What follows belongs to an exercise in optimizing a design on an open flow for small area, a short achievable clock period and few clock cycles per item; a production flow would make more cautious choices. Function was checked by simulation only, so behaviour that the tests miss may differ from the original.

**flow/design.v**
```verilog
`default_nettype none
package cordic_pkg;
    localparam int word_width = 32;
    localparam int fp_bias = 127;
    localparam int max_iterations = 16;
    localparam logic [word_width-1:0] cordic_gain_init = 32'h4DBA_76D4;
    typedef union packed {
        logic [word_width-1:0] bits;
        struct packed {
            logic        sign;
            logic [7:0]  exponent;
            logic [22:0] mantissa;
        } fields;
    } fp_word_t;
    function automatic logic [word_width-1:0] atan_entry(input logic [3:0] index);
        logic [word_width-1:0] angle;
        case (index)
            4'd0:    angle = 32'h6487_ED51;
            4'd1:    angle = 32'h3B58_CE0A;
            4'd2:    angle = 32'h1F5B_75F9;
            4'd3:    angle = 32'h0FEA_DD4D;
            4'd4:    angle = 32'h07FD_56ED;
            4'd5:    angle = 32'h03FF_AAB7;
            4'd6:    angle = 32'h01FF_F555;
            4'd7:    angle = 32'h00FF_FEAA;
            4'd8:    angle = 32'h007F_FFD5;
            4'd9:    angle = 32'h003F_FFFA;
            4'd10:   angle = 32'h001F_FFFF;
            4'd11:   angle = 32'h000F_FFFF;
            4'd12:   angle = 32'h0007_FFFF;
            4'd13:   angle = 32'h0003_FFFF;
            4'd14:   angle = 32'h0001_FFFF;
            default: angle = 32'h0000_FFFF;
        endcase
        atan_entry = angle;
    endfunction
endpackage
`default_nettype wire
`default_nettype none
module angle_to_fixed (
    input  logic [31:0] angle,
    output logic [31:0] fixed_angle,
    output logic [9:0]  dsel
);
    logic [31:0] aligned;
    logic        in_range, in_a, in_b;
    logic [30:0] w;
    logic [4:0]  ge_a;
    logic [4:0]  ge_b;
    assign aligned     = {1'b1, angle[22:0], 8'b0};
    assign in_range    = (angle[30:28] == 3'b011);
    assign fixed_angle = in_range ? (aligned >> (~angle[27:23])) : 32'd0;
    assign w    = angle[30:0];
    assign in_b = (angle[30:23] == 8'd127);
    assign in_a = in_range & !in_b;
    assign ge_a[0] = 1'b1;
    assign ge_a[1] = (w >= 31'h3d9d3a95);
    assign ge_a[2] = (w >= 31'h3ea4bc7e);
    assign ge_a[3] = (w >= 31'h3f11152b);
    assign ge_a[4] = (w >= 31'h3f490fdb);
    assign ge_b[0] = 1'b1;
    assign ge_b[1] = (w[22:0] >= 23'h1b7813);
    assign ge_b[2] = (w[22:0] >= 23'h37756b);
    assign ge_b[3] = (w[22:0] >= 23'h56d0e1);
    assign ge_b[4] = (w[22:0] >= 23'h762c57);
    assign dsel[0] = (in_b & ge_b[0] & !ge_b[1]);   
    assign dsel[1] = (in_b & ge_b[1] & !ge_b[2]);   
    assign dsel[2] = (in_b & ge_b[2] & !ge_b[3]);   
    assign dsel[3] = (in_b & ge_b[3] & !ge_b[4]);   
    assign dsel[4] = (in_b & ge_b[4]);   
    assign dsel[5] = (in_a & ge_a[0] & !ge_a[1]) | !in_range;   
    assign dsel[6] = (in_a & ge_a[1] & !ge_a[2]);   
    assign dsel[7] = (in_a & ge_a[2] & !ge_a[3]);   
    assign dsel[8] = (in_a & ge_a[3] & !ge_a[4]);   
    assign dsel[9] = (in_a & ge_a[4]);   
endmodule
module preload_tables (
    input  logic [9:0]  dsel,
    output logic [31:0] x_pre,
    output logic [31:0] y_pre,
    output logic [31:0] offset
);
    always_comb begin
        x_pre  = '0;
        y_pre  = '0;
        offset = '0;
        if (dsel[0]) begin x_pre = x_pre | 32'h515f3467; y_pre = y_pre | 32'h9da0019b; offset = offset | 32'h709a6815; end
        if (dsel[1]) begin x_pre = x_pre | 32'h625ffe63; y_pre = y_pre | 32'haea0cb9b; offset = offset | 32'h5875728d; end
        if (dsel[2]) begin x_pre = x_pre | 32'h7360c863; y_pre = y_pre | 32'hc958e473; offset = offset | 32'h389fb7f3; end
        if (dsel[3]) begin x_pre = x_pre | 32'h7d18173d; y_pre = y_pre | 32'he67ed102; offset = offset | 32'h19be869b; end
        if (dsel[4]) begin x_pre = x_pre | 32'h7f85eaf5; y_pre = y_pre | 32'h06129148; offset = offset | 32'hf9e8cc01; end
        if (dsel[5]) begin x_pre = x_pre | 32'h7f85eaf3; y_pre = y_pre | 32'hf9ed6eb8; offset = offset | 32'h061733ff; end
        if (dsel[6]) begin x_pre = x_pre | 32'h7d18173d; y_pre = y_pre | 32'h19812efe; offset = offset | 32'he6417965; end
        if (dsel[7]) begin x_pre = x_pre | 32'h7360c863; y_pre = y_pre | 32'h36a71b8d; offset = offset | 32'hc760480d; end
        if (dsel[8]) begin x_pre = x_pre | 32'h625ffe65; y_pre = y_pre | 32'h515f3465; offset = offset | 32'ha78a8d73; end
        if (dsel[9]) begin x_pre = x_pre | 32'h515f3465; y_pre = y_pre | 32'h625ffe65; offset = offset | 32'h8f6597eb; end
    end
endmodule
`default_nettype wire
`default_nettype none
module cordic_rotator #(
    parameter int M       = 4,
    parameter int N       = 10,    
    parameter int XY_ARCH = 0,
    parameter int Z_ARCH  = 0
) (
    input  logic         clock,
    input  logic         arst_n,
    input  logic         clk_en,
    input  logic         start,
    input  logic [31:0]  fixed_angle,
    input  logic [N-1:0] dsel,
    output logic [31:0]  cos_fixed,
    output logic         done
);
    localparam int ZW = 29;
    logic         accept;
    logic         busy;
    logic         valid;
    logic         last;
    logic         first;     
    logic [N-1:0] sel;
    logic [3:0]   index;     
    logic [3:0]   index_n;   
    logic [15-M:0] onehot;
    logic [31:0]   x, y;
    logic [ZW-1:0] z, at, zo, zsum;
    logic [31:0]   xa, ya, xs, ys;
    logic [31:0]   x_pre, y_pre, offset;
    logic          neg;
    logic          pos;      
    logic          negy;     
    logic [31:0]   xt, yt, xsum, ysum;
    assign accept = start & clk_en;
    assign last   = busy & !first & (index == 4'd15);
    assign neg    = z[ZW-1];
    always_comb begin
        at = '0;
        for (int k = 0; k <= 15 - M; k++) at = at | (onehot[k] ? ZW'(cordic_pkg::atan_entry(4'(M + k))) : ZW'(0));
    end
    preload_tables preload_tables_inst (.dsel(sel), .x_pre(x_pre), .y_pre(y_pre), .offset(offset));
    assign ys = signed'(y) >>> index;
    assign xs = (first ? 32'd0 : x) >> (~index_n);
    assign xa = first ? x_pre : (pos ? ~x : x);
    assign ya = first ? y_pre : (negy ? ~y : y);
    assign zo = first ? offset[ZW-1:0] : (neg ? at : ~at);
    cpa #(.W(32), .ARCH(XY_ARCH)) x_add (.a(xa), .b(ys), .ci(1'b0), .s(xt));
    cpa #(.W(32), .ARCH(XY_ARCH)) y_add (.a(ya), .b(xs), .ci(1'b0), .s(yt));
    cpa #(.W(ZW), .ARCH(Z_ARCH))  z_add (.a(z), .b(zo), .ci(!first && !neg), .s(zsum));
    assign xsum = pos ? ~xt : xt;
    assign ysum = negy ? ~yt : yt;
    always_ff @(posedge clock) begin
        if (accept) begin
            z        <= fixed_angle[ZW-1:0];
            pos      <= 1'b0;
            negy     <= 1'b0;
            sel      <= dsel;
            first    <= 1'b1;
            index    <= 4'(M - 1);
            index_n  <= 4'(15 - (M - 1));
            onehot   <= '0;
        end else begin
            z        <= zsum;
            pos      <= ~zsum[ZW-1];
            negy     <= zsum[ZW-1];
            first    <= 1'b0;
            index    <= index + 4'd1;
            index_n  <= index_n - 4'd1;
            onehot   <= {onehot[14-M:0], first};
        end
        x <= xsum;
        y <= (busy && !accept && !last) ? ysum : 32'd0;
    end
    always_ff @(posedge clock or negedge arst_n) begin
        if (!arst_n) begin
            busy  <= 1'b0;
            valid <= 1'b0;
            done  <= 1'b0;
        end else begin
            if (accept) begin
                busy  <= 1'b1;
                valid <= 1'b0;
            end else if (last) begin
                busy  <= 1'b0;
                valid <= 1'b1;
            end
            if (clk_en) done <= !start && (valid || last);
        end
    end
    assign cos_fixed = x;
endmodule
`default_nettype wire
module cpa #(
    parameter int W = 32,
    parameter int ARCH = 1
) (
    input  logic [W-1:0] a,
    input  logic [W-1:0] b,
    input  logic         ci,
    output logic [W-1:0] s
);
    if (ARCH == 0) begin : g_beh
        logic [W:0] t;
        assign t = {a, 1'b1} + {b, ci};
        assign s = t[W:1];
    end else begin : g_pfx
        localparam int N = W + 1;
        localparam int L = $clog2(N);
        logic [N-1:0] g0, p0, gg, pp;
        assign g0 = {a & b, ci};
        assign p0 = {a ^ b, 1'b0};
        always_comb begin
            gg = g0;
            pp = p0;
            if (ARCH == 1) begin
                for (int l = 0; l < L; l++)
                    for (int j = (2 << l) - 1; j < N; j += (2 << l)) begin
                        gg[j] = gg[j] | (pp[j] & gg[j - (1 << l)]);
                        pp[j] = pp[j] & pp[j - (1 << l)];
                    end
                for (int l = L - 2; l >= 0; l--)
                    for (int j = 3 * (1 << l) - 1; j < N; j += (2 << l)) begin
                        gg[j] = gg[j] | (pp[j] & gg[j - (1 << l)]);
                        pp[j] = pp[j] & pp[j - (1 << l)];
                    end
            end else if (ARCH == 2) begin
                for (int l = 0; l < L; l++)
                    for (int j = 0; j < N; j++)
                        if ((j >> l) & 1) begin
                            gg[j] = gg[j] | (pp[j] & gg[((j >> l) << l) - 1]);
                            pp[j] = pp[j] & pp[((j >> l) << l) - 1];
                        end
            end else begin
                for (int j = 1; j < N; j++) begin
                    gg[j] = gg[j] | (pp[j] & gg[j - 1]);
                end
            end
        end
        assign s = p0[N-1:1] ^ gg[N-2:0];
    end
endmodule
`default_nettype none
module fixed_to_float (
    input  logic [31:0] cos_fixed,
    output logic [31:0] result
);
    assign result = {8'h3F, cos_fixed[31], cos_fixed[29:7]};
endmodule
`default_nettype wire
`default_nettype none
module cos_unit (
    input  logic        clock,
    input  logic        arst_n,
    input  logic        clk_en,
    input  logic        start,
    input  logic [31:0] dataa,
    output logic [31:0] result,
    output logic        done
);
    localparam int M = 4;
    localparam int N = 10;
    logic [31:0]  fixed_angle;
    logic [N-1:0] dsel;
    logic [31:0]  cos_fixed;
    angle_to_fixed angle_to_fixed_inst (
        .angle       (dataa),
        .fixed_angle (fixed_angle),
        .dsel        (dsel)
    );
    cordic_rotator #(.M(M), .N(N)) cordic_rotator_inst (
        .clock       (clock),
        .arst_n      (arst_n),
        .clk_en      (clk_en),
        .start       (start),
        .fixed_angle (fixed_angle),
        .dsel        (dsel),
        .cos_fixed   (cos_fixed),
        .done        (done)
    );
    fixed_to_float fixed_to_float_inst (
        .cos_fixed (cos_fixed),
        .result    (result)
    );
endmodule
`default_nettype wire
```
**flow/flow/run.sh**
```bash
#!/bin/bash
# Standard layout, but the port buffers are buf_2 cells instead of the delay
# buffers buffer_ports picks by default. Full tool output goes to standard_flow.log.
set -euo pipefail
bash standard.sh "BUFFER_PORTS_ARGS=-buffer_cell sky130_fd_sc_hd__buf_2" finish > standard_flow.log 2>&1
```
**flow/standard.sh**
```bash
#!/bin/bash
# synth_recipe.tcl (not shown) runs the flow's synth.tcl, then flattens the netlist and writes it again
# the make line also repeats each setting of config.mk as NAME=value (left out here)
make -C /OpenROAD-flow-scripts/flow DESIGN_CONFIG=/design/flow/config.mk WORK_HOME=/design/flow/orfs CLKGATE_MAP_FILE= SYNTH_SCRIPT=/design/flow/synth_recipe.tcl "${@:-finish}"
```
**flow/config.mk**
```make
export PLATFORM = sky130hd
export DESIGN_NAME = cos_unit
export DESIGN_NICKNAME = cos_unit
export VERILOG_FILES = /design/flow/design.v
export SDC_FILE = /design/flow/constraint.sdc
export NUM_CORES = 4
export LEC_CHECK = 0
export ABC_AREA = 1
export CAP_MARGIN = 20
export CORE_MARGIN = 2
export CORE_UTILIZATION = 45
export PLACE_DENSITY = 0.72
export SETUP_SLACK_MARGIN = 4.8
export SLEW_MARGIN = 20
export TNS_END_PERCENT = 100
```
**flow/constraint.sdc**
```tcl
create_clock -name core_clock -period 8.0 [get_ports {clock}]
set_input_delay 1.6000 -clock core_clock [delete_from_list [all_inputs] [get_ports {clock}]]
set_output_delay 1.6000 -clock core_clock [all_outputs]
set_load 0.01 [all_outputs]
```
==> run_results.csv, run 1 <==
group,metric,value,unit
timing,max_slew_margin,45.6,%
floorplan,start_util,45.4,%
placement,gp_congestion,0.995,
timing,fin_tns_setup,0,ns
timing,rsz0062_at_grt,"no",
routing,drt_iter0_markers,2347,
logic_synthesis,ys_ff_latch,129,
setup_path,critical_path_class,"register to register",
run,cap_viol_max_count,0,
timing,hold_viol,0,
floorplan,coreArea,38600,sq um
finish,final_common_cell,"nand2_1",
clock_network,ctsLongestPathBuffers,2,
logic_synthesis,synth.distinct_cells,51,
timing,timing.fmax,0.322,GHz
floorplan,die_height,201,um
setup_path,cp-startpoint,"cordic_rotator_inst.sel[1]",
global_route,grt_overflow_total,0,
setup_path,cp.required,8.34,ns
logic_synthesis,synth_top_family_by_area,"simple AND/OR/NAND/NOR gates",
logic_synthesis,yosysTopAreaCellShare,23.8,%
setup_path,crit_arrival,3.44,ns
finish,diodes,0,
routing,wl,61200,um
clock_network,insertion_delay,0.46,ns
logic_synthesis,yosysWarningCount,2,
routing,wl_per_cell,16.1,um
finish,stdcell_count,3795,
global_route,grt_antenna_before_repair,0,
floorplan,die_w,201,um
clock_network,cts_root_buf,"clkbuf_16",
worst_hold_path,hp-class,"register to register",
timing,period_needed,3.11,ns
setup_path,critical_path.cell_chain,"nor2_4, nand2_1, nor2_4, nand2_2, nand2_1, inv_1, ha_1, nand2_1, nor2_1, inv_1, o21bai_1, nand2_1, nand3_1, nand2_1, nand3_1, nand2_1",
routing,drc,0,
floorplan,rows,72,
clock_network,cts_tree,"done",
placement,dpl-instance-area,17800,sq um
logic_synthesis,synth_top_area_cell,"nand2_1",
setup_path,crit_path_end_kind,"register",
setup_path,rr_startpoint,"cordic_rotator_inst.sel[1]",
logic_synthesis,synth.avg_cell_area,5.37,sq um
setup_path,cp-start-kind,"register",
finish,fin_nets,3395,
placement,dp.cells,3710,
finish,fillers,4125,
global_route,grt_usage,28.4,%
timing,setup_viol,0,
setup_path,critical_path.max_stage_delay,0.56,ns
timing,finalMaxSlewViolations,0,
timing,hold_ws,0.466,ns
clock_network,clock-sinks,129,
setup_path,critPathSlowestCell,"edfxtp_1",
logic_synthesis,synth-simple-area-share,40.7,%
finish,drive_gt1_share,11.4,%
floorplan,die-area,40500,sq um
routing,firstDrtPassIters,6,
logic_synthesis,muxShareOfSynthArea,0.800,%
run_status,status,"complete, no violations",
timing,worst-slew-pin-transition,0.813,ns
logic_synthesis,syn_inst,3263,
logic_synthesis,synthAdderAreaFrac,6.91,%
logic_synthesis,synth-compound-area-share,17.5,%
finish,area_growth,13.3,%
routing,vias,20829,
global_route,grt_pass1_vias,17579,
placement,dp_hpwl,45500,um
global_route,grt_pass1_wl,92300,um
logic_synthesis,synth_ff_type,"dfxtp_1",
finish,final_area,19900,sq um
clock_network,htreeDepth,4,
routing,via_per_inst,5.49,
routing,postRouteAntennaNets,0,
finish,final_cell_mix,"nand2_1 (1081), inv_1 (427), nor2_1 (240)",
setup_path,path_max_fanout,6,
logic_synthesis,synth_xor_area_share,4.55,%
clock_network,numCtsBuffers,17,
timing,finalCritPeriodShare,38.8,%
logic_synthesis,synth-edff-count,10,
logic_synthesis,ys_async_sr_fraction,2.33,%
worst_hold_path,hp-start,"cordic_rotator_inst.onehot[10]",
clock_network,clkSlewWorstSetupHoldPaths,0.07,ns
clock_network,holdBufCountCts,0,
placement,io_buffers,59,
floorplan,io_pins,69,
timing,finalClockSkew,0.0123,ns
setup_path,crit_path_frequent_cell,"nand2_1",
logic_synthesis,ys_top_cells_by_area,"nand2_1 (24%), dfxtp_1 (13%), inv_1 (9.4%)",
logic_synthesis,syn-cell-area,17500,sq um
logic_synthesis,ys_seq_area_share,15.4,%
global_route,grt_max_degree,56,
path summary, 6_finish.rpt:
| kind | depth (start not counted) | slack (ns) | endpoint |
|---|---|---|---|
| min in group asynchronous | 1 | 0.93 | cordic_rotator_inst.done |
| min | 2 | 0.47 | cordic_rotator_inst.onehot[11] |
| max reg2reg | 16 | 4.89 | cordic_rotator_inst.z[23] |
| max | 16 | 4.89 | cordic_rotator_inst.z[23] |
| min reg2reg | 2 | 0.47 | cordic_rotator_inst.onehot[11] |
| max in group asynchronous | 1 | 6.95 | cordic_rotator_inst.busy |
state kept, by name, indices dropped and copies added (netlist names):
| signal | cells |
|---|---|
| cordic_rotator_inst.z | 29 |
| cordic_rotator_inst.negy | 1 |
| cordic_rotator_inst.index_n | 4 |
| cordic_rotator_inst.done | 1 |
| cordic_rotator_inst.x | 32 |
| cordic_rotator_inst.index | 4 |
| cordic_rotator_inst.y | 32 |
| cordic_rotator_inst.onehot | 12 |
| cordic_rotator_inst.sel | 10 |
| cordic_rotator_inst.pos | 1 |
| cordic_rotator_inst.valid | 1 |
| cordic_rotator_inst.first | 1 |
| cordic_rotator_inst.busy | 1 |
cell families after synthesis:
logic type / count (synthesis)
multiplexers: 14
flip-flops: 129
AND/OR/NAND/NOR: 1745
other: 2
AO/OA/AOI/OAI: 583
adder cells (fa/ha/maj): 95
XOR/XNOR: 91
buffers and inverters: 604
timing repair:
action | in CTS | in global routing
setup endpoints to repair | 93 | 78
gates cloned | 8 | 8
buffers inserted | 10 | 27
pin swaps | 7 | 38
resized for setup | 62 | 218
routing by layer:
layer / up-vias / track usage, % / wire length [um]
met1: 9212 / 38.2 / 25500
met3: 167 / 4.13 / 6080
li1: 10408 / - / -
met4: 0 / 10.7 / 2360
met2: 1042 / 45.9 / 27200
met5: - / 0 / 0
layout make-up:
class | count | area [sq um] | share of cell area [%]
Inverter | 453 | 1730 | 8.74
Clock inverter | 13 | 101 | 0.511
Timing Repair inverter | 7 | 50.0 | 0.252
Tap cell | 518 | 648 | 3.27
Sequential cell | 129 | 2710 | 13.7
Multi-Input combinational cell | 2536 | 13100 | 66.0
Timing Repair Buffer | 120 | 1060 | 5.33
Clock buffer | 19 | 443 | 2.23
synth_stat cells (3+ instances only):
master and count:
mux2i_1 14, o22ai_1 3, nor2_1 287, nor3_1 43, and2_1 5, o21bai_1 9
buf_4 33, nand3_1 219, clkbuf_1 58, o21ai_0 244, o211ai_1 18, dfxtp_1 116
nor3_2 3, buf_2 47, clkinv_1 4, a211oi_1 5, o21a_1 8, nor4_1 9
dfrtp_1 3, nand2_1 1113, edfxtp_1 10, a31oi_1 10, nand3b_1 19, a21o_1 6
inv_1 437, inv_2 12, buf_1 11, nand4_1 24, a21oi_1 220, xnor2_1 32
fa_1 3, or2_2 6, nor2_2 6, xor2_1 59, o21ai_1 54, ha_1 92
per-stage QoR:
stage	worst slack [ns]	utilization, %
detailed placement	3.78	46.3
global route	4.73	51.5
finish	4.89	51.5
floorplan	5.18	-
CTS	4.81	48.8
global placement	3.82	46.3
worst max-delay path: cells and delay by family, from the launching register on:
family	cells	cell delay [ns]
and+or+nand+nor	12	1.70
DFF	1	0.56
adders and majority gates	1	0.37
AOI/OAI and AO/OA	1	0.20
buffers and inverters	2	0.16
Testbench counts, summed over its fixed seeds: cycles 7,168, items 512.
==> run 2: changes to the inputs <==
--- a/flow/config.mk
+++ b/flow/config.mk
@@ -10,5 +10,5 @@
 export CORE_MARGIN = 2
 export CORE_UTILIZATION = 45
-export PLACE_DENSITY = 0.72
+export GPL_ROUTABILITY_DRIVEN = 0
 export SETUP_SLACK_MARGIN = 4.8
 export SLEW_MARGIN = 20
==> run_results.csv, run 2 <==
group,metric,value,unit
setup_path,critical_path_class,"register to register",
logic_synthesis,synth.most_common_cell,"nand2_1",
routing,wl_per_cell,16.6,um
global_route,grt_max_degree,57,
timing,max_slew_margin,42.0,%
floorplan,start_util,45.4,%
placement,io_buffers,59,
floorplan,die_w,201,um
floorplan,die_height,201,um
global_route,grt_pass1_vias,18365,
setup_path,critPathSlowestCell,"dfxtp_4",
timing,timing.fmax,0.322,GHz
setup_path,critical_path.cell_chain,"buf_12, nor2_1, inv_1, nand2_1, o21ai_1, nand2_1, o21ai_1, o21ai_1, o21ai_1, inv_1, ha_1, fa_2, nand3_1, nand3_2, nand2_1, nand2_1, nand2_1, nand2_1, nand2_1, nand3_1, a21oi_1",
logic_synthesis,synth.avg_cell_area,5.37,sq um
finish,final_cell_mix,"nand2_1 (1095), inv_1 (432), nor2_1 (252)",
logic_synthesis,ys_async_sr_fraction,2.33,%
timing,worst-slew-pin-transition,0.869,ns
setup_path,crit_path_frequent_cell,"nand2_1",
clock_network,clock-sinks,129,
setup_path,cp-startpoint,"cordic_rotator_inst.first",
floorplan,rows,72,
setup_path,cp-start-kind,"register",
global_route,grt_usage,29.8,%
timing,finalCritPeriodShare,38.8,%
timing,rsz0062_at_grt,"yes",
clock_network,htreeDepth,4,
routing,firstDrtPassIters,7,
setup_path,path_max_fanout,9,
placement,dpl-instance-area,17800,sq um
floorplan,die-area,40500,sq um
finish,fin_nets,3395,
logic_synthesis,yosysWarningCount,2,
logic_synthesis,syn_inst,3263,
finish,seqCellArea,2720,sq um
finish,reg_top3,"cordic_rotator_inst.x x32, cordic_rotator_inst.y x32, cordic_rotator_inst.z x29",
placement,place_ws,3.99,ns
routing,via_per_inst,5.42,
setup_path,rr_startpoint,"cordic_rotator_inst.first",
logic_synthesis,ys_ff_latch,129,
logic_synthesis,synth-edff-count,10,
setup_path,critical_path.max_stage_delay,0.49,ns
run,cap_viol_max_count,0,
setup_path,reg2reg_depth,21,
routing,vias,20586,
floorplan,coreArea,38600,sq um
floorplan,io_pins,69,
finish,diodes,0,
global_route,grt_pass1_wl,96200,um
clock_network,insertion_delay,0.47,ns
clock_network,holdBufCountCts,0,
timing,finalMaxSlewViolations,0,
placement,dp_hpwl,48400,um
routing,drt_iter0_markers,2060,
timing,finalClockSkew,0.0195,ns
finish,drive_gt1_share,10.3,%
logic_synthesis,synth_top_area_cell,"nand2_1",
logic_synthesis,yosysTopAreaCellShare,23.8,%
finish,fillers,4205,
setup_path,crit_path_end_kind,"register",
routing,postRouteAntennaNets,0,
clock_network,clkSlewWorstSetupHoldPaths,0.07,ns
setup_path,crit_arrival,3.50,ns
setup_path,regToRegEndpoint,"cordic_rotator_inst.y[18]",
timing,period_needed,3.11,ns
logic_synthesis,ys_seq_area_share,15.4,%
timing,setup_viol,0,
finish,multi_input_area,13000,sq um
clock_network,ctsLongestPathBuffers,2,
timing,setup_slack,4.89,ns
logic_synthesis,synth.distinct_cells,51,
logic_synthesis,ys_top_cells_by_area,"nand2_1 (24%), dfxtp_1 (13%), inv_1 (9.4%)",
logic_synthesis,syn-cell-area,17500,sq um
global_route,grt_overflow_total,0,
finish,area_growth,13.0,%
setup_path,path_buf_inv,3,
setup_path,crit_path_end,"cordic_rotator_inst.y[18]",
timing,fin_tns_setup,0,ns
worst_hold_path,hp-class,"register to register",
clock_network,cts_tree,"done",
clock_network,cts_root_buf,"clkbuf_16",
routing,drc,0,
timing,hold_ws,0.481,ns
global_route,grt_antenna_before_repair,0,
run_status,status,"complete, no violations",
setup_path,cp.required,8.39,ns
finish,final_common_cell,"nand2_1",
logic_synthesis,synthTopCellsByCount,"nand2_1 (1113), inv_1 (437), nor2_1 (287)",
setup_path,r2r_slack,4.89,ns
timing,hold_viol,0,
finish,final_area,19800,sq um
routing,wl,63000,um
setup_path,cp.depth,21,
setup_path,crit_family,"simple AND/OR/NAND/NOR gates",
logic_synthesis,synth_ff_type,"dfxtp_1",
clock_network,numCtsBuffers,17,
run 2: cell counts after synthesis:
No cell type changed its count.
run 2: per-layer routing:
metal | wire, um | vias up | GRT usage (%)
li1 | - | 10402 | -
met1 | 26500 | 9271 | 37.6
met2 | 29500 | 790 | 50.9
met3 | 4790 | 123 | 4.42
met4 | 2280 | 0 | 12.2
met5 | 0 | - | 0
run 2: cell families after synthesis:
group,after synthesis,share of synthesized area (%)
mux,14,0.800
flops,129,15.4
compound gates,583,17.5
xor+xnor,91,4.55
simple gates,1745,40.7
other cells,2,0.0429
buf+inv,604,14.1
fa+ha+maj,95,6.91
run 2: timing repair:
| action | CTS | global route |
|---|---|---|
| resized for setup | 70 | 198 |
| setup endpoints to repair | 87 | 78 |
| endpoints found under the hold margin | 0 | 0 |
| buffers inserted | 7 | 33 |
| gates cloned | 8 | 6 |
| pin swaps | 3 | 24 |
run 2: how the worst min path moves through the flow:
stage	from	to	slack, ns	cells after the start
4_1_cts	cordic_rotator_inst.onehot[10]	cordic_rotator_inst.onehot[11]	0.47	2
3_3_place_gp	cordic_rotator_inst.onehot[10]	cordic_rotator_inst.onehot[11]	0.44	2
3_5_place_dp	cordic_rotator_inst.onehot[10]	cordic_rotator_inst.onehot[11]	0.46	2
5_1_grt	cordic_rotator_inst.onehot[7]	cordic_rotator_inst.onehot[8]	0.53	2
2_1_floorplan	cordic_rotator_inst.onehot[10]	cordic_rotator_inst.onehot[11]	0.43	2
6_report	cordic_rotator_inst.onehot[7]	cordic_rotator_inst.onehot[8]	0.48	2
run 2: metrics by stage:
stage / std cells / utilization, %
after floorplan: 3269 / -
after global placement: 3709 / 46.2
after detailed placement: 3709 / 46.2
after CTS: 3756 / 48.9
after global routing: 3795 / 51.4
final: 3795 / 51.4
run 2: worst reg2reg max path, cell delays in order, from the launching register on:
cell and delay (ns):
dfxtp_4 0.49, buf_12 0.18, nor2_1 0.06, inv_1 0.07, nand2_1 0.05, o21ai_1 0.10
nand2_1 0.07, o21ai_1 0.12, o21ai_1 0.11, o21ai_1 0.12, inv_1 0.05, ha_1 0.22
fa_2 0.36, nand3_1 0.09, nand3_2 0.14, nand2_1 0.11, nand2_1 0.10, nand2_1 0.08
nand2_1 0.13, nand2_1 0.12, nand3_1 0.07, a21oi_1 0.18
run 2: area by class of cell:
class / count / area share, %
multi-input cells: 2536 / 65.7
clock inverters: 13 / 0.878
repair buffers: 119 / 4.87
flip-flops and latches: 129 / 13.7
well taps: 518 / 3.27
repair inverters: 8 / 0.341
clock buffers: 19 / 2.24
inverters: 453 / 8.95
==> run 3: changes to the inputs <==
--- a/flow/config.mk
+++ b/flow/config.mk
@@ -10,5 +10,4 @@
 export CORE_MARGIN = 2
 export CORE_UTILIZATION = 45
-export GPL_ROUTABILITY_DRIVEN = 0
 export SETUP_SLACK_MARGIN = 4.8
 export SLEW_MARGIN = 20
==> run_results.csv, run 3 <==
group,metric,value,unit
run_status,status,"complete, no violations",
setup_path,regToRegEndpoint,"cordic_rotator_inst.y[20]",
clock_network,insertion_delay,0.49,ns
floorplan,rows,72,
clock_network,clkSlewWorstSetupHoldPaths,0.06,ns
finish,final_cell_mix,"nand2_1 (1082), inv_1 (430), nor2_1 (253)",
finish,drive_gt1_share,11.1,%
logic_synthesis,synth_top_area_cell,"nand2_1",
timing,finalMaxSlewViolations,0,
timing,finalClockSkew,0.0142,ns
timing,fin_tns_setup,0,ns
setup_path,critPathSlowestCell,"clkinv_1",
clock_network,cts_tree,"done",
floorplan,die-area,40500,sq um
clock_network,ctsLongestPathBuffers,2,
floorplan,io_pins,69,
global_route,grt_max_degree,57,
routing,postRouteAntennaNets,0,
routing,via_per_inst,5.41,
logic_synthesis,yosysWarningCount,2,
worst_hold_path,whs_path_depth,2,
logic_synthesis,synth-edff-count,10,
finish,final_area,19800,sq um
timing,finalCritPeriodShare,38.2,%
worst_hold_path,hold_end,"cordic_rotator_inst.onehot[8]",
setup_path,crit_path_frequent_cell,"buf_4",
logic_synthesis,synth.distinct_cells,51,
timing,hold_viol,0,
setup_path,path_buf_inv,4,
worst_hold_path,hp-class,"register to register",
finish,stdcell_count,3797,
placement,dp_hpwl,49700,um
clock_network,numCtsBuffers,17,
floorplan,die_w,201,um
routing,drc,0,
clock_network,cts_root_buf,"clkbuf_16",
logic_synthesis,synth.most_common_cell,"nand2_1",
timing,worst-slew-pin-transition,0.776,ns
placement,gp_congestion,0.947,
logic_synthesis,synth_ff_type,"dfxtp_1",
setup_path,rr_startpoint,"cordic_rotator_inst.first",
global_route,grt_pass1_vias,18760,
setup_path,reg2reg_depth,19,
timing,period_needed,3.06,ns
setup_path,critical_path_class,"input port to register",
routing,wl,64000,um
global_route,grt_overflow_total,0,
placement,dpl-instance-area,17800,sq um
routing,firstDrtPassIters,6,
worst_hold_path,hp-start,"cordic_rotator_inst.onehot[7]",
finish,fin_nets,3397,
run,cap_viol_max_count,0,
setup_path,critical_path.max_stage_delay,0.51,ns
setup_path,critical_path.cell_chain,"buf_2, nand2_1, buf_4, clkinv_1, buf_4, or2_2",
finish,final_common_cell,"nand2_1",
logic_synthesis,syn_inst,3263,
timing,setup_slack,4.94,ns
setup_path,cp-start-kind,"input port",
logic_synthesis,synth.avg_cell_area,5.37,sq um
global_route,grt_antenna_before_repair,2,
timing,max_slew_margin,48.1,%
setup_path,r2r_slack,4.96,ns
timing,setup_viol,0,
routing,vias,20541,
routing,wl_per_cell,16.9,um
finish,reg_top3,"cordic_rotator_inst.x x32, cordic_rotator_inst.y x32, cordic_rotator_inst.z x29",
setup_path,crit_path_end_kind,"register",
clock_network,htreeDepth,4,
logic_synthesis,ys_ff_latch,129,
clock_network,holdBufCountCts,0,
floorplan,die_height,201,um
timing,timing.fmax,0.327,GHz
logic_synthesis,ys_top_cells_by_area,"nand2_1 (24%), dfxtp_1 (13%), inv_1 (9.4%)",
timing,rsz0062_at_grt,"yes",
setup_path,path_max_fanout,33,
logic_synthesis,yosysTopAreaCellShare,23.8,%
logic_synthesis,ys_async_sr_fraction,2.33,%
placement,place_ws,3.35,ns
floorplan,coreArea,38600,sq um
setup_path,crit_arrival,3.42,ns
finish,diodes,0,
global_route,grt_usage,31.0,%
placement,dp.cells,3706,
finish,area_growth,13.2,%
global_route,grt_pass1_wl,99500,um
clock_network,clock-sinks,129,
setup_path,crit_family,"buffers and inverters",
routing,drt_iter0_markers,1834,
logic_synthesis,synthTopCellsByCount,"nand2_1 (1113), inv_1 (437), nor2_1 (287)",
floorplan,start_util,45.4,%
setup_path,cp.required,8.37,ns
placement,io_buffers,59,
logic_synthesis,ys_seq_area_share,15.4,%
setup_path,cp.depth,6,
logic_synthesis,syn-cell-area,17500,sq um
## run 3: cell counts after synthesis
No cell type changed its count.
## run 3: final cells by class
class / count / area (sq um)
fill: 4224 / 18700
multi-input combinational: 2536 / 13100
sequential: 129 / 2730
inverter: 453 / 1760
timing repair buffer: 123 / 973
tap: 518 / 648
clock buffer: 20 / 458
clock inverter: 12 / 109
timing repair inverter: 6 / 48.8
## run 3: timing repair
action	in CTS	in global routing
setup buffers	9	39
gates cloned	7	4
setup endpoints to repair	96	77
gates resized for setup	84	230
hold endpoints to repair	0	0
pin swaps	6	39
## run 3: through the flow
step	utilization, %	hold WS [ns]
after detailed placement	46.2	0.453
after global placement	46.2	0.443
after floorplan	-	0.431
final	51.5	0.482
after global routing	51.5	0.525
after CTS	48.7	0.475
## run 3: how the worst max path moves through the flow
stage                                         endpoint  slack (ns)                           start
after floorplan             cordic_rotator_inst.sel[5]        5.18                       dataa[24]
after global placement       cordic_rotator_inst.y[16]        3.42  cordic_rotator_inst.index_n[1]
after detailed placement     cordic_rotator_inst.y[18]        3.35  cordic_rotator_inst.index_n[1]
after CTS                    cordic_rotator_inst.x[31]        4.80    cordic_rotator_inst.index[0]
final                     cordic_rotator_inst.index[1]        4.94                          clk_en
after global routing         cordic_rotator_inst.y[20]        4.74       cordic_rotator_inst.first
## run 3: routing by layer
metal  GRT usage (%)  vias to the layer above  wire, um
li1                -                    10404         -
met1            39.0                     9274     27500
met2            52.4                      700     29600
met3            3.68                      159      3930
met4            15.3                        4      2950
met5               0                        -        22
## run 3: worst register-to-register path: cells and delay by family (launching register included)
family | cells | cell delay (ns)
DFF | 1 | 0.39
buffers and inverters | 4 | 0.54
adders and majority gates | 2 | 0.55
AOI/OAI and AO/OA | 5 | 0.71
and+or+nand+nor | 8 | 0.75
## run 3: logic make-up (layout without fill, tap and decap cells)
group | Yosys count | after routing | synth area share [%]
AND/OR/NAND/NOR | 1745 | 1745 | 40.7
adder cells (fa/ha/maj) | 95 | 95 | 6.91
AO/OA/AOI/OAI | 583 | 583 | 17.5
other | 2 | 8 | 0.0429
buffers and inverters | 604 | 614 | 14.1
flip-flops | 129 | 129 | 15.4
multiplexers | 14 | 14 | 0.800
XOR/XNOR | 91 | 91 | 4.55
==> run 4: changes to the inputs <==
--- a/flow/config.mk
+++ b/flow/config.mk
@@ -6,5 +6,5 @@
 export NUM_CORES = 4
 export LEC_CHECK = 0
-export ABC_AREA = 1
+export ABC_AREA = 0
 export CAP_MARGIN = 20
 export CORE_MARGIN = 2
==> run_results.csv, run 4 <==
group,metric,value,unit
finish,final_cell_mix,"buf_4 (192), nand2_1 (174), nor2_1 (155)",
logic_synthesis,ys_top_cells_by_area,"dfxtp_1 (15%), xnor2_1 (8.8%), ha_1 (7.4%)",
logic_synthesis,syn-cell-area,15600,sq um
finish,multi_input_area,14100,sq um
clock_network,clkSlewWorstSetupHoldPaths,0.06,ns
timing,rsz0062_at_grt,"yes",
timing,finalCritPeriodShare,47.6,%
clock_network,insertion_delay,0.45,ns
timing,setup_slack,4.19,ns
timing,period_needed,3.81,ns
run,cap_viol_max_count,0,
timing,max_slew_margin,54.8,%
finish,fillers,2946,
placement,io_buffers,59,
timing,finalMaxSlewViolations,0,
logic_synthesis,synth-compound-area-share,24.8,%
run_status,status,"complete, no violations",
floorplan,start_util,45.5,%
logic_synthesis,synthTopCellsByCount,"nand2_1 (189), a21oi_1 (180), nor2_1 (175)",
logic_synthesis,synth_xor_area_share,12.3,%
logic_synthesis,syn_inst,2069,
setup_path,crit_arrival,4.19,ns
logic_synthesis,synth_top_area_cell,"dfxtp_1",
routing,drt_iter0_markers,1530,
routing,wl_per_cell,21.4,um
worst_hold_path,hp-class,"register to register",
global_route,grt_pass1_wl,86800,um
logic_synthesis,synth.avg_cell_area,7.56,sq um
logic_synthesis,ys_seq_area_share,17.2,%
global_route,grt_max_degree,47,
setup_path,critical_path_class,"register to register",
floorplan,rows,68,
logic_synthesis,synth-simple-area-share,19.5,%
placement,place_ws,2.79,ns
timing,timing.fmax,0.262,GHz
global_route,grt_antenna_before_repair,0,
logic_synthesis,yosysTopAreaCellShare,14.8,%
timing,setup_viol,0,
routing,wl,57800,um
clock_network,numCtsBuffers,17,
placement,gp_congestion,0.916,
floorplan,coreArea,34400,sq um
routing,drc,0,
logic_synthesis,muxShareOfSynthArea,12.0,%
routing,via_per_inst,6.24,
logic_synthesis,synth-edff-count,10,
finish,drive_gt1_share,33.9,%
clock_network,htreeDepth,4,
finish,seqCellArea,2740,sq um
setup_path,cp-start-kind,"register",
routing,vias,16852,
clock_network,cts_tree,"done",
finish,fin_nets,2363,
setup_path,critical_path.max_stage_delay,0.52,ns
logic_synthesis,ys_ff_latch,129,
floorplan,die-area,36300,sq um
finish,final_common_cell,"buf_4",
setup_path,path_max_fanout,5,
clock_network,holdBufCountCts,0,
global_route,grt_usage,30.3,%
routing,firstDrtPassIters,7,
timing,fin_tns_setup,0,ns
global_route,grt_pass1_vias,15622,
placement,dp_hpwl,37400,um
setup_path,critical_path.cell_chain,"buf_8, mux4_2, nand2_2, o21ai_2, nor2_2, a21oi_2, ha_2, fa_2, a21oi_4, o21ai_2, a21oi_2, o211ai_1, buf_4, a41oi_4, o21bai_1, or4_1, nand3_1",
logic_synthesis,synth_ff_type,"dfxtp_1",
setup_path,critPathSlowestCell,"mux4_2",
finish,final_util,61.1,%
clock_network,ctsLongestPathBuffers,2,
logic_synthesis,synth.most_common_cell,"nand2_1",
setup_path,cp.required,8.38,ns
routing,postRouteAntennaNets,0,
logic_synthesis,synthAdderAreaFrac,7.74,%
timing,finalClockSkew,0.0144,ns
clock_network,clock-sinks,129,
logic_synthesis,synth.distinct_cells,85,
floorplan,die_w,190,um
clock_network,cts_root_buf,"clkbuf_16",
setup_path,crit_path_end_kind,"register",
logic_synthesis,yosysWarningCount,2,
setup_path,path_buf_inv,2,
logic_synthesis,ys_async_sr_fraction,2.33,%
timing,hold_viol,0,
global_route,grt_overflow_total,0,
logic_synthesis,synth_top_family_by_area,"compound AO/OA/AOI/OAI gates",
finish,reg_top3,"cordic_rotator_inst.x x32, cordic_rotator_inst.y x32, cordic_rotator_inst.z x29",
finish,diodes,0,
setup_path,crit_family,"compound AO/OA/AOI/OAI gates",
timing,worst-slew-pin-transition,0.676,ns
floorplan,die_height,190,um
finish,area_growth,34.2,%
floorplan,io_pins,69,
## run 4: cell count changes in the layout (fill, tap and decap cells not counted), sizes merged, moves of 120 or more
cell   change
buf      +185
inv      -401
nand2    -926
nand3    -151
nor2     -120
o21ai    -169
xnor2    +125
## run 4: final timing paths
path,from,end,slack (ns),cells after the start
max in group asynchronous,arst_n,cordic_rotator_inst.busy,6.95,1
setup reg to reg,cordic_rotator_inst.index_n[0],cordic_rotator_inst.y[26],4.19,17
min in group asynchronous,arst_n,cordic_rotator_inst.done,0.94,1
hold reg to reg,cordic_rotator_inst.valid,cordic_rotator_inst.valid,0.49,2
hold / removal,cordic_rotator_inst.valid,cordic_rotator_inst.valid,0.49,2
setup / recovery,cordic_rotator_inst.index_n[0],cordic_rotator_inst.y[26],4.19,17
## run 4: worst register-to-register path, stage by stage, from the launching register on
cell and delay, ns:
dfxtp_4 0.40, buf_8 0.13, mux4_2 0.52, nand2_2 0.09, o21ai_2 0.06, nor2_2 0.10, a21oi_2 0.05, ha_2 0.24
fa_2 0.42, a21oi_4 0.21, o21ai_2 0.08, a21oi_2 0.25, o211ai_1 0.12, buf_4 0.17, a41oi_4 0.28, o21bai_1 0.14
or4_1 0.40, nand3_1 0.07
## run 4: routing by layer
metal	vias up	wire [um]	track usage (%)
met5	-	0	0
met4	0	2560	13.1
met3	173	3810	4.21
met2	775	28300	52.0
met1	8102	23100	37.8
li1	7802	-	-
## run 4: layout make-up
cell class | count | area share, %
inverters | 49 | 1.11
clock buffers | 20 | 2.08
well taps | 455 | 2.71
flip-flops and latches | 129 | 13.0
repair inverters | 7 | 0.334
clock inverters | 12 | 0.870
repair buffers | 309 | 12.7
multi-input cells | 1719 | 67.2
## run 4: cell families (layout without fill, tap and decap cells)
logic type / after synthesis / count (layout)
AO/OA/AOI/OAI: 607 / 607
XOR/XNOR: 220 / 220
adder cells (fa/ha/maj): 95 / 95
buffers and inverters: 227 / 397
flip-flops: 129 / 129
multiplexers: 146 / 146
other: 2 / 8
AND/OR/NAND/NOR: 643 / 643
## run 4: repair_timing
| action | 4_1_cts | 5_1_grt |
|---|---|---|
| pin swaps | 140 | 149 |
| gates resized for setup | 325 | 207 |
| setup buffers | 156 | 73 |
| gates cloned | 12 | 0 |
| setup endpoints to repair | 97 | 76 |
## run 4: stage by stage
stage          hold slack (ns)  instance area (sq um)  instances
2_1_floorplan            0.449                  16000       2075
3_3_place_gp             0.477                  16100       2427
3_5_place_dp             0.487                  16100       2427
4_1_cts                  0.501                  19500       2627
5_1_grt                  0.523                  21000       2700
6_report                 0.490                  21000       2700
==> run 5: changes to the inputs <==
--- a/flow/config.mk
+++ b/flow/config.mk
@@ -10,5 +10,5 @@
 export CORE_MARGIN = 2
 export CORE_UTILIZATION = 45
-export SETUP_SLACK_MARGIN = 4.8
+export SETUP_SLACK_MARGIN = 4.5
 export SLEW_MARGIN = 20
 export TNS_END_PERCENT = 100
==> run_results.csv, run 5 <==
group,metric,value,unit
setup_path,critical_path.cell_chain,"buf_4, nor2_1, nand3_1, nor2b_1, ha_1, o21a_1, o31ai_4, a21oi_2, a221o_2, a2111oi_4, buf_4, nor3b_4, a311o_1, o221ai_1",
setup_path,r2r_slack,4.19,ns
finish,fin_nets,2317,
placement,dp.cells,2424,
logic_synthesis,synthTopCellsByCount,"nand2_1 (189), a21oi_1 (180), nor2_1 (175)",
placement,io_buffers,59,
setup_path,crit_path_end_kind,"register",
placement,dp_hpwl,37000,um
setup_path,path_max_fanout,10,
routing,firstDrtPassIters,6,
global_route,grt_antenna_before_repair,1,
finish,final_area,20100,sq um
clock_network,numCtsBuffers,17,
logic_synthesis,ys_async_sr_fraction,2.33,%
logic_synthesis,syn-cell-area,15600,sq um
timing,finalMaxSlewViolations,0,
setup_path,reg2reg_depth,14,
setup_path,critPathSlowestCell,"edfxtp_1",
timing,rsz0062_at_grt,"yes",
setup_path,cp-start-kind,"register",
clock_network,cts_tree,"done",
floorplan,coreArea,34400,sq um
logic_synthesis,syn_inst,2069,
global_route,grt_overflow_total,0,
finish,area_growth,28.4,%
floorplan,rows,68,
worst_hold_path,hp-start,"cordic_rotator_inst.onehot[8]",
routing,via_per_inst,6.20,
timing,finalClockSkew,0.0141,ns
placement,gp_congestion,0.917,
floorplan,die-area,36300,sq um
global_route,grt_pass1_vias,14900,
setup_path,critical_path.max_stage_delay,0.48,ns
clock_network,clock-sinks,129,
finish,stdcell_count,2654,
finish,reg_top3,"cordic_rotator_inst.x x32, cordic_rotator_inst.y x32, cordic_rotator_inst.z x29",
global_route,grt_max_degree,64,
run,cap_viol_max_count,0,
logic_synthesis,synth-edff-count,10,
setup_path,critical_path_class,"register to register",
floorplan,die_height,190,um
placement,dpl-instance-area,15900,sq um
clock_network,clkSlewWorstSetupHoldPaths,0.07,ns
logic_synthesis,synth_top_area_cell,"dfxtp_1",
timing,fin_tns_setup,0,ns
routing,postRouteAntennaNets,0,
logic_synthesis,synth.distinct_cells,85,
logic_synthesis,synth.most_common_cell,"nand2_1",
setup_path,rr_startpoint,"cordic_rotator_inst.sel[1]",
setup_path,cp-startpoint,"cordic_rotator_inst.sel[1]",
worst_hold_path,whs_path_depth,1,
worst_hold_path,hold_end,"cordic_rotator_inst.onehot[9]",
timing,timing.fmax,0.263,GHz
clock_network,ctsLongestPathBuffers,2,
routing,wl_per_cell,21.2,um
finish,diodes,0,
finish,drive_gt1_share,30.2,%
clock_network,cts_root_buf,"clkbuf_16",
logic_synthesis,ys_top_cells_by_area,"dfxtp_1 (15%), xnor2_1 (8.8%), ha_1 (7.4%)",
timing,worst-slew-pin-transition,0.899,ns
setup_path,crit_family,"compound AO/OA/AOI/OAI gates",
setup_path,cp.depth,14,
timing,finalCritPeriodShare,47.6,%
logic_synthesis,ys_ff_latch,129,
floorplan,die_w,190,um
timing,period_needed,3.81,ns
timing,setup_viol,0,
worst_hold_path,hp-class,"register to register",
setup_path,crit_arrival,4.18,ns
clock_network,insertion_delay,0.46,ns
logic_synthesis,synth.avg_cell_area,7.56,sq um
setup_path,crit_path_frequent_cell,"buf_4",
clock_network,htreeDepth,4,
logic_synthesis,synth_ff_type,"dfxtp_1",
routing,drc,0,
finish,final_common_cell,"nand2_1",
global_route,grt_usage,29.2,%
logic_synthesis,yosysTopAreaCellShare,14.8,%
logic_synthesis,ys_seq_area_share,17.2,%
finish,final_cell_mix,"nand2_1 (176), buf_4 (158), nor2_1 (157)",
routing,vias,16444,
routing,wl,56300,um
global_route,grt_pass1_wl,83400,um
setup_path,cp.required,8.37,ns
timing,max_slew_margin,40.0,%
logic_synthesis,yosysWarningCount,2,
run_status,status,"complete, no violations",
setup_path,path_buf_inv,2,
routing,drt_iter0_markers,1509,
floorplan,io_pins,69,
floorplan,start_util,45.5,%
setup_path,regToRegEndpoint,"cordic_rotator_inst.z[21]",
timing,hold_viol,0,
-- run 5: worst max-delay path by stage --
stage | to | slack (ns)
2_1_floorplan | cordic_rotator_inst.x[18] | 4.50
3_3_place_gp | cordic_rotator_inst.z[27] | 2.69
3_5_place_dp | cordic_rotator_inst.z[27] | 2.59
4_1_cts | cordic_rotator_inst.z[27] | 4.31
5_1_grt | cordic_rotator_inst.z[21] | 4.08
6_report | cordic_rotator_inst.z[21] | 4.19
-- run 5: cell type report --
type                            count  area [sq um]
Fill cell                        3049         14300
Multi-Input combinational cell   1719         13600
Sequential cell                   129          2740
Timing Repair Buffer              265          2310
Tap cell                          455           569
Clock buffer                       18           450
Inverter                           49           229
Clock inverter                     14           138
Timing Repair inverter              5          41.3
-- run 5: what timing repair did --
action                     in CTS  in global routing
setup endpoints to repair      93                 61
gates resized for setup       243                202
cloned                          9                  6
hold buffers                    0                  0
pin swaps                      86                134
buffers inserted              101                 82
-- run 5: metrics by stage --
| stage | hold WS [ns] | setup WS [ns] | util (%) |
|---|---|---|---|
| 5_1_grt | 0.516 | 4.08 | 58.5 |
| 3_5_place_dp | 0.480 | 2.59 | 46.3 |
| 2_1_floorplan | 0.449 | 4.50 | - |
| 3_3_place_gp | 0.478 | 2.69 | 46.3 |
| 4_1_cts | 0.499 | 4.31 | 53.8 |
| 6_report | 0.499 | 4.19 | 58.5 |
-- run 5: kinds of logic (layout without fill, tap and decap cells) --
group | count (synthesis) | count (layout) | synth area share [%]
DFF | 129 | 129 | 17.2
AOI/OAI and AO/OA | 607 | 607 | 24.8
buffers and inverters | 227 | 351 | 6.34
xor gates and xnor gates | 220 | 220 | 12.3
and+or+nand+nor | 643 | 643 | 19.5
adders and majority gates | 95 | 95 | 7.74
muxes | 146 | 146 | 12.0
other | 2 | 8 | 0.0480
-- run 5: layer usage --
metal / part of all wire [%] / global-route usage, %
met5: 0 / 0
met4: 3.7 / 10.8
met3: 6.9 / 3.85
met2: 49 / 50.3
met1: 41 / 37.2
==> run 6: changes to the inputs <==
--- a/flow/config.mk
+++ b/flow/config.mk
@@ -6,9 +6,10 @@
 export NUM_CORES = 4
 export LEC_CHECK = 0
-export ABC_AREA = 0
+export ABC_AREA = 1
 export CAP_MARGIN = 20
 export CORE_MARGIN = 2
 export CORE_UTILIZATION = 45
-export SETUP_SLACK_MARGIN = 4.5
+export CTS_BUF_LIST = sky130_fd_sc_hd__clkbuf_8
+export SETUP_SLACK_MARGIN = 4.8
 export SLEW_MARGIN = 20
 export TNS_END_PERCENT = 100
==> run_results.csv, run 6 <==
group,metric,value,unit
run_status,status,"complete, no violations",
logic_synthesis,ys_top_cells_by_area,"nand2_1 (24%), dfxtp_1 (13%), inv_1 (9.4%)",
timing,setup_slack,4.91,ns
logic_synthesis,yosysTopAreaCellShare,23.8,%
logic_synthesis,ys_ff_latch,129,
setup_path,cp.required,8.51,ns
setup_path,cp-startpoint,"clk_en",
finish,reg_top3,"cordic_rotator_inst.x x32, cordic_rotator_inst.y x32, cordic_rotator_inst.z x29",
clock_network,cts_tree,"done",
placement,place_ws,3.35,ns
logic_synthesis,ys_async_sr_fraction,2.33,%
clock_network,clkSlewWorstSetupHoldPaths,0.09,ns
floorplan,io_pins,69,
floorplan,die_height,201,um
routing,vias,20557,
logic_synthesis,syn-cell-area,17500,sq um
logic_synthesis,synth.distinct_cells,51,
clock_network,cts_root_buf,"clkbuf_8",
floorplan,rows,72,
timing,finalCritPeriodShare,38.6,%
timing,hold_ws,0.494,ns
finish,final_cell_mix,"nand2_1 (1077), inv_1 (431), nor2_1 (242)",
routing,route.met3.wl,4170,um
clock_network,numCtsBuffers,17,
global_route,grt_overflow_total,0,
clock_network,clock-sinks,129,
logic_synthesis,synth-edff-count,10,
timing,setup_viol,0,
setup_path,crit_arrival,3.59,ns
global_route,grt_usage,31.0,%
global_route,grt_max_degree,57,
finish,area_growth,13.3,%
global_route,grt_pass1_wl,99600,um
global_route,grt_antenna_before_repair,2,
timing,worst-slew-pin-transition,0.779,ns
setup_path,critical_path_class,"input port to register",
timing,hold_viol,0,
finish,final_common_cell,"nand2_1",
setup_path,r2r_slack,4.91,ns
logic_synthesis,syn_inst,3263,
routing,drt_iter0_markers,2075,
routing,wl,64700,um
logic_synthesis,synth_ff_type,"dfxtp_1",
routing,firstDrtPassIters,6,
timing,period_needed,3.09,ns
routing,postRouteAntennaNets,0,
placement,dp_hpwl,49700,um
routing,routed.top_layer,"met5",
routing,via_per_inst,5.41,
setup_path,path_max_fanout,26,
setup_path,cp-start-kind,"input port",
logic_synthesis,synth_top_area_cell,"nand2_1",
routing,drc,0,
finish,stdcell_count,3798,
routing,wl_per_cell,17.0,um
placement,dpl-instance-area,17800,sq um
clock_network,htreeDepth,4,
placement,dp.cells,3706,
setup_path,regToRegEndpoint,"cordic_rotator_inst.x[26]",
logic_synthesis,synth.avg_cell_area,5.37,sq um
finish,final_area,19900,sq um
finish,fillers,4226,
setup_path,rr_startpoint,"cordic_rotator_inst.sel[4]",
logic_synthesis,synth.most_common_cell,"nand2_1",
timing,timing.fmax,0.324,GHz
logic_synthesis,synthTopCellsByCount,"nand2_1 (1113), inv_1 (437), nor2_1 (287)",
setup_path,crit_path_end_kind,"register",
timing,finalMaxSlewViolations,0,
run,cap_viol_max_count,0,
timing,fin_tns_setup,0,ns
setup_path,reg2reg_depth,17,
finish,fin_nets,3398,
floorplan,die_w,201,um
finish,seqCellArea,2730,sq um
timing,rsz0062_at_grt,"yes",
placement,gp_congestion,0.947,
logic_synthesis,ys_seq_area_share,15.4,%
global_route,grt_pass1_vias,18672,
worst_hold_path,hp-class,"register to register",
routing,wl_met1,27800,um
setup_path,crit_path_end,"cordic_rotator_inst.z[23]",
floorplan,start_util,45.4,%
finish,multi_input_area,13300,sq um
floorplan,coreArea,38600,sq um
timing,max_slew_margin,47.9,%
routing,wl_met2,30000,um
logic_synthesis,yosysWarningCount,2,
placement,io_buffers,59,
finish,diodes,0,
floorplan,die-area,40500,sq um
finish,drive_gt1_share,12.2,%
clock_network,insertion_delay,0.58,ns
clock_network,ctsLongestPathBuffers,2,
timing,finalClockSkew,0.0267,ns
[run 6: cell types whose count changed in the layout (fill, tap and decap cells not counted), sizes merged, moves of 36 or more]
cell / before / now
xnor2: 157 / 32
a21o: 51 / 6
nand3: 68 / 219
a21oi: 182 / 220
mux2i: 80 / 14
nor2: 175 / 295
inv: 53 / 449
a22oi: 40 / 1
o21ai: 129 / 298
nand2: 189 / 1115
mux2: 36 / 0
buf: 255 / 116
[run 6: cell type report]
type	count	area share, %
clock inverters	15	0.737
repair buffers	123	5.03
well taps	518	3.26
multi-input cells	2536	66.9
inverters	453	8.88
flip-flops and latches	129	13.7
repair inverters	7	0.302
clock buffers	17	1.18
[run 6: worst min path at each step]
stage,from,endpoint,cells past startpoint
global route,cordic_rotator_inst.onehot[10],cordic_rotator_inst.onehot[11],2
CTS,cordic_rotator_inst.onehot[10],cordic_rotator_inst.onehot[11],2
floorplan,cordic_rotator_inst.onehot[10],cordic_rotator_inst.onehot[11],2
finish,cordic_rotator_inst.valid,cordic_rotator_inst.valid,2
detailed placement,cordic_rotator_inst.onehot[10],cordic_rotator_inst.onehot[11],2
global placement,cordic_rotator_inst.onehot[10],cordic_rotator_inst.onehot[11],2
[run 6: kinds of logic after synthesis]
kind of cell,Yosys count,synth area share (%)
simple gates,1745,40.7
buf+inv,604,14.1
compound gates,583,17.5
flops,129,15.4
fa+ha+maj,95,6.91
xor+xnor,91,4.55
mux,14,0.800
other cells,2,0.0429
[run 6: repair_timing]
item / CTS / global route
buffers inserted: 8 / 38
setup endpoints to repair: 95 / 78
pin swaps: 7 / 45
gates resized for setup: 87 / 263
gates cloned: 7 / 7
hold endpoints to repair: 0 / 0
hold buffers: 0 / 0
[run 6: critical path: stages]
cell and delay [ns]:
buf_2 0.09, nand2_1 0.04, buf_4 0.25, nor2_2 0.47, inv_1 0.15, nor2_2 0.52, o211ai_1 0.33, nand2_1 0.13
[run 6: stage by stage]
stage | utilization, %
after floorplan | -
after global placement | 46.2
after detailed placement | 46.2
after global routing | 51.5
after CTS | 48.3
final | 51.5
[run 6: routing by layer]
metal	up-vias	GRT usage, %
li1	10404	-
met1	9305	39.1
met2	683	52.8
met3	161	4.36
met4	4	13.3
met5	-	0
==> run 7: changes to the inputs <==
--- a/flow/config.mk
+++ b/flow/config.mk
@@ -10,6 +10,5 @@
 export CORE_MARGIN = 2
 export CORE_UTILIZATION = 45
-export CTS_BUF_LIST = sky130_fd_sc_hd__clkbuf_8
 export SETUP_SLACK_MARGIN = 4.8
 export SLEW_MARGIN = 20
-export TNS_END_PERCENT = 100
+export TNS_END_PERCENT = 50
==> run_results.csv, run 7 <==
group,metric,value,unit
run_status,status,"complete, no violations",
worst_hold_path,hp-class,"register to register",
worst_hold_path,hp-start,"cordic_rotator_inst.onehot[7]",
global_route,grt_pass1_wl,99500,um
global_route,grt_overflow_total,0,
timing,max_slew_margin,49.3,%
placement,io_buffers,59,
setup_path,r2r_slack,4.88,ns
clock_network,htreeDepth,4,
logic_synthesis,ys_top_cells_by_area,"nand2_1 (24%), dfxtp_1 (13%), inv_1 (9.4%)",
finish,diodes,0,
timing,finalMaxSlewViolations,0,
logic_synthesis,ys_ff_latch,129,
timing,rsz0062_at_grt,"yes",
global_route,grt_antenna_before_repair,2,
logic_synthesis,synth-edff-count,10,
finish,fin_nets,3392,
timing,hold_viol,0,
logic_synthesis,yosysWarningCount,2,
setup_path,rr_startpoint,"cordic_rotator_inst.index[0]",
logic_synthesis,syn_inst,3263,
finish,stdcell_count,3792,
global_route,grt_pass1_vias,18762,
global_route,grt_max_degree,57,
floorplan,die_height,201,um
clock_network,cts_tree,"done",
logic_synthesis,synth_ff_type,"dfxtp_1",
logic_synthesis,ys_async_sr_fraction,2.33,%
timing,finalCritPeriodShare,39.0,%
placement,dp_hpwl,49700,um
routing,firstDrtPassIters,7,
timing,hold_ws,0.484,ns
logic_synthesis,ys_seq_area_share,15.4,%
logic_synthesis,synth.distinct_cells,51,
timing,period_needed,3.12,ns
finish,reg_top3,"cordic_rotator_inst.x x32, cordic_rotator_inst.y x32, cordic_rotator_inst.z x29",
logic_synthesis,synthTopCellsByCount,"nand2_1 (1113), inv_1 (437), nor2_1 (287)",
setup_path,cp.required,8.38,ns
timing,timing.fmax,0.320,GHz
setup_path,critical_path_class,"register to register",
floorplan,die_w,201,um
routing,wl,64100,um
routing,drt_iter0_markers,1983,
clock_network,clock-sinks,129,
setup_path,path_max_fanout,12,
logic_synthesis,synth_top_area_cell,"nand2_1",
clock_network,ctsLongestPathBuffers,2,
finish,final_common_cell,"nand2_1",
setup_path,reg2reg_depth,18,
clock_network,clkSlewWorstSetupHoldPaths,0.06,ns
logic_synthesis,synth.most_common_cell,"nand2_1",
logic_synthesis,synth.avg_cell_area,5.37,sq um
floorplan,die-area,40500,sq um
floorplan,rows,72,
setup_path,regToRegEndpoint,"cordic_rotator_inst.x[28]",
clock_network,insertion_delay,0.49,ns
floorplan,start_util,45.4,%
run,cap_viol_max_count,0,
timing,finalClockSkew,0.0139,ns
timing,worst-slew-pin-transition,0.758,ns
setup_path,crit_path_end_kind,"register",
worst_hold_path,whs_path_depth,2,
worst_hold_path,hold_end,"cordic_rotator_inst.onehot[8]",
floorplan,coreArea,38600,sq um
timing,fin_tns_setup,0,ns
clock_network,cts_root_buf,"clkbuf_16",
logic_synthesis,syn-cell-area,17500,sq um
floorplan,io_pins,69,
global_route,grt_usage,31.0,%
routing,vias,20490,
placement,gp_congestion,0.947,
finish,area_growth,12.7,%
routing,via_per_inst,5.40,
routing,drc,0,
finish,final_cell_mix,"nand2_1 (1086), inv_1 (430), nor2_1 (253)",
setup_path,cp-start-kind,"register",
placement,dp.cells,3706,
routing,postRouteAntennaNets,0,
finish,drive_gt1_share,10.8,%
routing,wl_per_cell,16.9,um
setup_path,crit_arrival,3.50,ns
clock_network,numCtsBuffers,17,
logic_synthesis,yosysTopAreaCellShare,23.8,%
timing,setup_viol,0,
## run 7: layout make-up
cell class                      instances  area (sq um)
Clock buffer                           20           458
Clock inverter                         12           109
Fill cell                            4238         18800
Inverter                              453          1760
Multi-Input combinational cell       2536         13100
Sequential cell                       129          2720
Tap cell                              518           648
Timing Repair Buffer                  118           928
Timing Repair inverter                  6          48.8
## run 7: cell families after synthesis
logic type	count (synthesis)	share of synthesized area [%]
compound gates	583	17.5
xor+xnor	91	4.55
fa+ha+maj	95	6.91
buf+inv	604	14.1
flops	129	15.4
mux	14	0.800
other cells	2	0.0429
simple gates	1745	40.7
## run 7: worst max-delay path: stages, from the launching register on
cell	delay (ns)
dfxtp_4	0.40
buf_12	0.16
clkinvlp_4	0.18
nand2_1	0.09
o21ai_1	0.07
nand2_1	0.06
nand2_1	0.09
o21ai_0	0.32
o21ai_1	0.18
ha_1	0.41
a21oi_1	0.10
o21ai_0	0.29
a21oi_1	0.08
nand2_1	0.18
nand2_1	0.14
nand2_1	0.10
nand2_1	0.05
nand2_1	0.06
inv_1	0.04
## run 7: worst max path at each step
| stage | startpoint | endpoint | slack, ns | cells past startpoint |
|---|---|---|---|---|
| 2_1_floorplan | dataa[24] | cordic_rotator_inst.sel[5] | 5.18 | 7 |
| 3_3_place_gp | cordic_rotator_inst.index_n[1] | cordic_rotator_inst.y[16] | 3.42 | 15 |
| 3_5_place_dp | cordic_rotator_inst.index_n[1] | cordic_rotator_inst.y[18] | 3.35 | 17 |
| 4_1_cts | dataa[25] | cordic_rotator_inst.sel[6] | 4.77 | 8 |
| 5_1_grt | cordic_rotator_inst.first | cordic_rotator_inst.y[19] | 4.75 | 19 |
| 6_report | cordic_rotator_inst.index[0] | cordic_rotator_inst.x[28] | 4.88 | 18 |
## run 7: routing by layer
metal / part of all wire, % / routed length [um] / global-route usage [%] / vias up
met5: 0.034 / 22 / 0 / -
met4: 4.4 / 2830 / 15.5 / 4
met3: 5.9 / 3760 / 3.68 / 159
met2: 46 / 29700 / 52.4 / 689
met1: 43 / 27800 / 39.0 / 9246
li1: - / - / - / 10392
## run 7: what timing repair did
action / in CTS / in global routing
hold buffers: 0 / 0
endpoints found under the hold margin: 0 / 0
setup buffers: 9 / 34
pin swaps: 6 / 36
cloned: 7 / 4
endpoints found under the setup margin: 96 / 79
resized for setup: 81 / 220
## run 7: stage by stage
| stage | cell area (sq um) | utilization [%] | worst slack [ns] |
|---|---|---|---|
| after floorplan | 17500 | - | 5.18 |
| after global placement | 17800 | 46.2 | 3.42 |
| after detailed placement | 17800 | 46.2 | 3.35 |
| after CTS | 18800 | 48.7 | 4.77 |
| after global routing | 19800 | 51.2 | 4.75 |
| final | 19800 | 51.2 | 4.88 |

==> afterwards: timing with drivers on the ports <==
Ports are ideal in the flow. The routed layouts listed here were re-timed in OpenROAD.
Step 1 (the two cells are an assumption about what drives the block):
set clk [get_ports {clock}]
set_driving_cell -lib_cell sky130_fd_sc_hd__clkbuf_16 $clk
set_driving_cell -lib_cell sky130_fd_sc_hd__buf_2 [delete_from_list [all_inputs] $clk]
Step 2 moves the port delays by t, midway between the first and last clock arrival at a register: inputs arrive t later, outputs are due t later. That takes back most of the time a late clock gives input paths.
a / b / c = ideal / step 1 / step 2; a / b = the first two.
run	t, ns	setup slack, ns	worst setup path at the end
run 1	0.514	4.894 / 4.894 / 4.549	input to register
run 2	0.520	4.892 / 4.892 / 4.457	input to register
run 3	0.534	4.945 / 4.956 / 4.445	input to register
run 4	0.497	4.188 / 4.188 / 4.188	register to register
run 5	0.504	4.193 / 4.193 / 4.126	input to register
run 6	0.615	4.910 / 4.913 / 4.326	input to register
run 7	0.536	4.878 / 4.878 / 4.417	input to register
After both steps setup and hold are still met in every run listed. For run 6, which loses most, drivers alone change the setup slack by +0.003 ns; drivers and shift together by -0.584 ns.
